Context: an optimization exercise on an open-source flow, tuned for small area and few clock cycles per item. The choices shown serve that exercise and are no tape-out recipe.
In this exercise RTL edits were held to simulation tests only and were not proved equivalent to the original.

== v6 ==
// stereo_voice_volume_pan_law
module stereo_voice_volume_pan_law (
  input  logic        clk_i,
  input  logic        rst_ni,
  input  logic        in_valid_i,
  output logic        in_ready_o,
  input  logic [6:0]  in_voice_level_i,
  input  logic [6:0]  in_cmd_volume_i,
  input  logic [6:0]  in_cmd_pan_i,
  input  logic [6:0]  in_tone_volume_i,
  input  logic [6:0]  in_tone_pan_i,
  input  logic [6:0]  in_program_volume_i,
  output logic        out_valid_o,
  input  logic        out_ready_i,
  output logic [13:0] out_left_level_o,
  output logic [13:0] out_right_level_o,
  input  logic        cfg_we_i,
  input  logic [1:0]  cfg_idx_i,
  input  logic [6:0]  cfg_data_i
);
Size: about 5600 cells after synthesis, about 86 I/O pins.
==> flow/config.mk <==
export PLATFORM = sky130hd
export DESIGN_NAME = stereo_voice_volume_pan_law
export DESIGN_NICKNAME = stereo_voice_volume_pan_law
export VERILOG_FILES = /design/flow/design.v
export SDC_FILE = /design/flow/constraint.sdc
export NUM_CORES = 4
export LEC_CHECK = 0
export CAP_MARGIN = 20
export CORE_MARGIN = 2
export CORE_UTILIZATION = 40
export CTS_BUF_LIST = sky130_fd_sc_hd__clkbuf_8
export CTS_CLUSTER_DIAMETER = 60
export CTS_CLUSTER_SIZE = 12
export SLEW_MARGIN = 20
export SYNTH_HIERARCHICAL = 1
export SYNTH_MINIMUM_KEEP_SIZE = 0
==> flow/constraint.sdc <==
create_clock -name core_clock -period 7.0 [get_ports {clk_i}]
set_input_delay 1.4000 -clock core_clock [delete_from_list [all_inputs] [get_ports {clk_i}]]
set_output_delay 1.4000 -clock core_clock [all_outputs]
set_load 0.01 [all_outputs]
standard.sh (not shown) runs the stock make flow with config.mk's settings and CLKGATE_MAP_FILE= SYNTH_SCRIPT=/design/flow/synth_recipe.tcl, a recipe that flattens the netlist after the stock synthesis.
==> flow/flow/run.sh <==
#!/bin/bash
# The standard layout (standard.sh, all steps) with two settings of its own:
#  - each port gets a sky130_fd_sc_hd__buf_1 as its buffer (the standard flow
#    picks a larger delay buffer);
#  - clock tree synthesis uses clkbuf_8 leaf clusters of at most 12 sinks and
#    inserts no dummy loads.
# standard.sh's full output goes to standard.log in this folder.
set -euo pipefail
export BUFFER_PORTS_ARGS="-buffer_cell sky130_fd_sc_hd__buf_1"
export CTS_ARGS="-sink_clustering_enable -repair_clock_nets -dont_use_dummy_load -buf_list sky130_fd_sc_hd__clkbuf_8 -sink_clustering_size 12 -sink_clustering_max_diameter 60"
bash standard.sh finish > standard.log 2>&1
Testbench counts of v6, summed over its fixed seeds: cycles 9,672, items 9,600.
### v6 -> v7
--- a/flow/design.v
+++ b/flow/design.v
@@ -52,14 +52,64 @@
   svv_fa u_t61 (.a(t42), .b(t43), .c(t60), .s(t61), .co(t62));
   svv_fa u_t63 (.a(t44), .b(t45), .c(t62), .s(t63), .co(t64));
   svv_fa u_t65 (.a(t46), .b(t47), .c(t64), .s(t65), .co(t66));
   svv_fa u_t67 (.a(t48), .b(t26), .c(t66), .s(t67), .co(t68));
   svv_fa u_t69 (.a(t27), .b(t28), .c(t68), .s(t69), .co(t70));
   assign y = {t70, t69, t67, t65, t63, t61, t59, t57, t55, t53, t51, t49, 1'b0, t1};
 endmodule
+module svv_sq7f (input logic [6:0] a, output logic [13:0] y);
+  logic t1, t2, t3, t4, t5, t6, t7, t8, t9, t10, t11, t12, t13, t14, t15, t16;
+  logic t17, t18, t19, t20, t21, t22, t23, t24, t25, t26, t27, t28, t29, t30, t31, t32;
+  logic t33, t34, t35, t36, t37, t38, t39, t40, t41, t42, t43, t44, t45, t46, t47, t48;
+  logic t49, t50, t51, t52;
+  assign t1 = a[0];
+  assign t2 = a[0] & a[1];
+  assign t3 = a[1];
+  assign t4 = a[0] & a[2];
+  assign t5 = a[0] & a[3];
+  assign t6 = a[1] & a[2];
+  assign t7 = a[2];
+  assign t8 = a[0] & a[4];
+  assign t9 = a[1] & a[3];
+  assign t10 = a[0] & a[5];
+  assign t11 = a[1] & a[4];
+  assign t12 = a[2] & a[3];
+  assign t13 = a[3];
+  assign t14 = a[0] & a[6];
+  assign t15 = a[1] & a[5];
+  assign t16 = a[2] & a[4];
+  assign t17 = a[1] & a[6];
+  assign t18 = a[2] & a[5];
+  assign t19 = a[3] & a[4];
+  assign t20 = a[4];
+  assign t21 = a[2] & a[6];
+  assign t22 = a[3] & a[5];
+  assign t23 = a[3] & a[6];
+  assign t24 = a[4] & a[5];
+  assign t25 = a[5];
+  assign t26 = a[4] & a[6];
+  assign t27 = a[5] & a[6];
+  assign t28 = a[6];
+  svv_ha u_t29 (.a(t10), .b(t11), .s(t29), .co(t30));
+  svv_ha u_t31 (.a(t14), .b(t15), .s(t31), .co(t32));
+  svv_fa u_t33 (.a(t17), .b(t18), .c(t19), .s(t33), .co(t34));
+  svv_ha u_t35 (.a(t5), .b(t6), .s(t35), .co(t36));
+  svv_ha u_t37 (.a(t8), .b(t9), .s(t37), .co(t38));
+  svv_fa u_t39 (.a(t29), .b(t12), .c(t13), .s(t39), .co(t40));
+  svv_fa u_t41 (.a(t30), .b(t31), .c(t16), .s(t41), .co(t42));
+  svv_fa u_t43 (.a(t32), .b(t33), .c(t20), .s(t43), .co(t44));
+  svv_fa u_t45 (.a(t34), .b(t21), .c(t22), .s(t45), .co(t46));
+  svv_fa u_t47 (.a(t23), .b(t24), .c(t25), .s(t47), .co(t48));
+  svv_ha u_t49 (.a(t2), .b(t3), .s(t49), .co(t50));
+  svv_ha u_t51 (.a(t4), .b(t50), .s(t51), .co(t52));
+  wire [9:0] ra = {1'b0, t27, t48, t46, t44, t42, t40, t38, t36, t35};
+  wire [9:0] rb = {1'b0, t28, t26, t47, t45, t43, t41, t39, t37, t7};
+  wire [9:0] sh = ra + rb + {9'd0, t52};
+  assign y = {sh[9], sh[8], sh[7], sh[6], sh[5], sh[4], sh[3], sh[2], sh[1], sh[0], t51, t49, 1'b0, t1};
+endmodule
 module svv_sq6 (input logic [5:0] a, output logic [11:0] y);
   logic t1, t2, t3, t4, t5, t6, t7, t8, t9, t10, t11, t12, t13, t14, t15, t16;
   logic t17, t18, t19, t20, t21, t22, t23, t24, t25, t26, t27, t28, t29, t30, t31, t32;
   logic t33, t34, t35, t36, t37, t38, t39, t40, t41, t42, t43, t44, t45, t46, t47, t48;
   logic t49, t50, t51;
   assign t1 = a[0];
   assign t2 = a[0] & a[1];
@@ -1148,17 +1198,17 @@
     end
   end
   logic        mono_q;
   logic [6:0]  sfx_q, master_q;           
   logic [13:0] sfx_use_q, master_use_q;   
   logic [13:0] cfg_sq;
   logic        copy_s, copy_m;
-  assign copy_s = !busy && stale_s_q;
-  assign copy_m = !busy && stale_m_q && !stale_s_q;
-  svv_sq7 u_cfg_sq (.a(stale_s_q ? sfx_q : master_q), .y(cfg_sq));
+  assign copy_s = !busy && stale_s_q && !(stale_m_q && cfg_we_i && cfg_idx_i == CfgSfx);
+  assign copy_m = !busy && stale_m_q && !copy_s;
+  svv_sq7f u_cfg_sq (.a(copy_s ? sfx_q : master_q), .y(cfg_sq));
   always_ff @(posedge clk_i or negedge rst_ni) begin
     if (!rst_ni) begin
       mono_q    <= 1'b0;
       sfx_q     <= 7'd127;
       master_q  <= 7'd127;
       stale_s_q <= 1'b1;
       stale_m_q <= 1'b1;
### Flow results
v7 completed; timing, DRC and antenna clean
From v6 to v7 the numbers moved as follows: number of cells on the critical path now larger; setup slack now smaller.
Higher number of antenna violations at the first check in global routing was reported by v6, not v7.
| layout-stage area growth over the synthesis result | v6 vs v7 | ≈ equal |
Routed wire in v7 totals more than in v6.
Re final cycle utilization of the critical path: v7 is 1.7 points up on v6.
Testbench counts of v7, summed over its fixed seeds: cycles 9,672, items 9,600.

-- what the ideal ports hide --
No port has a modelled driver above. Below, the same layouts with a new extraction and two added sets of constraints. Step 1: set_driving_cell puts a clkbuf_16 on clk_i and a buf_2 on each other input, an assumption about the parent block. Step 2 adds t to the input delays and takes it off the output delays; t is the mean of the earliest and latest rising clock arrival at the registers after step 1. Input paths then give back, and output paths get back, about the clock's delay inside the block. Slacks: ideal ports / drivers / drivers and shift; pairs: ideal ports / drivers.
| run | t (ns) | setup slack, ns | worst hold slack (ns) | worst setup path at the end |
|---|---|---|---|---|
| v6 | 0.784 | 0.345 / 0.345 / 0.345 | 0.379 / 0.379 / 0.379 | register to register |
| v7 | 0.785 | 0.227 / 0.227 / 0.227 | 0.411 / 0.411 / 0.411 | register to register |
After both steps every run listed still meets setup and hold.
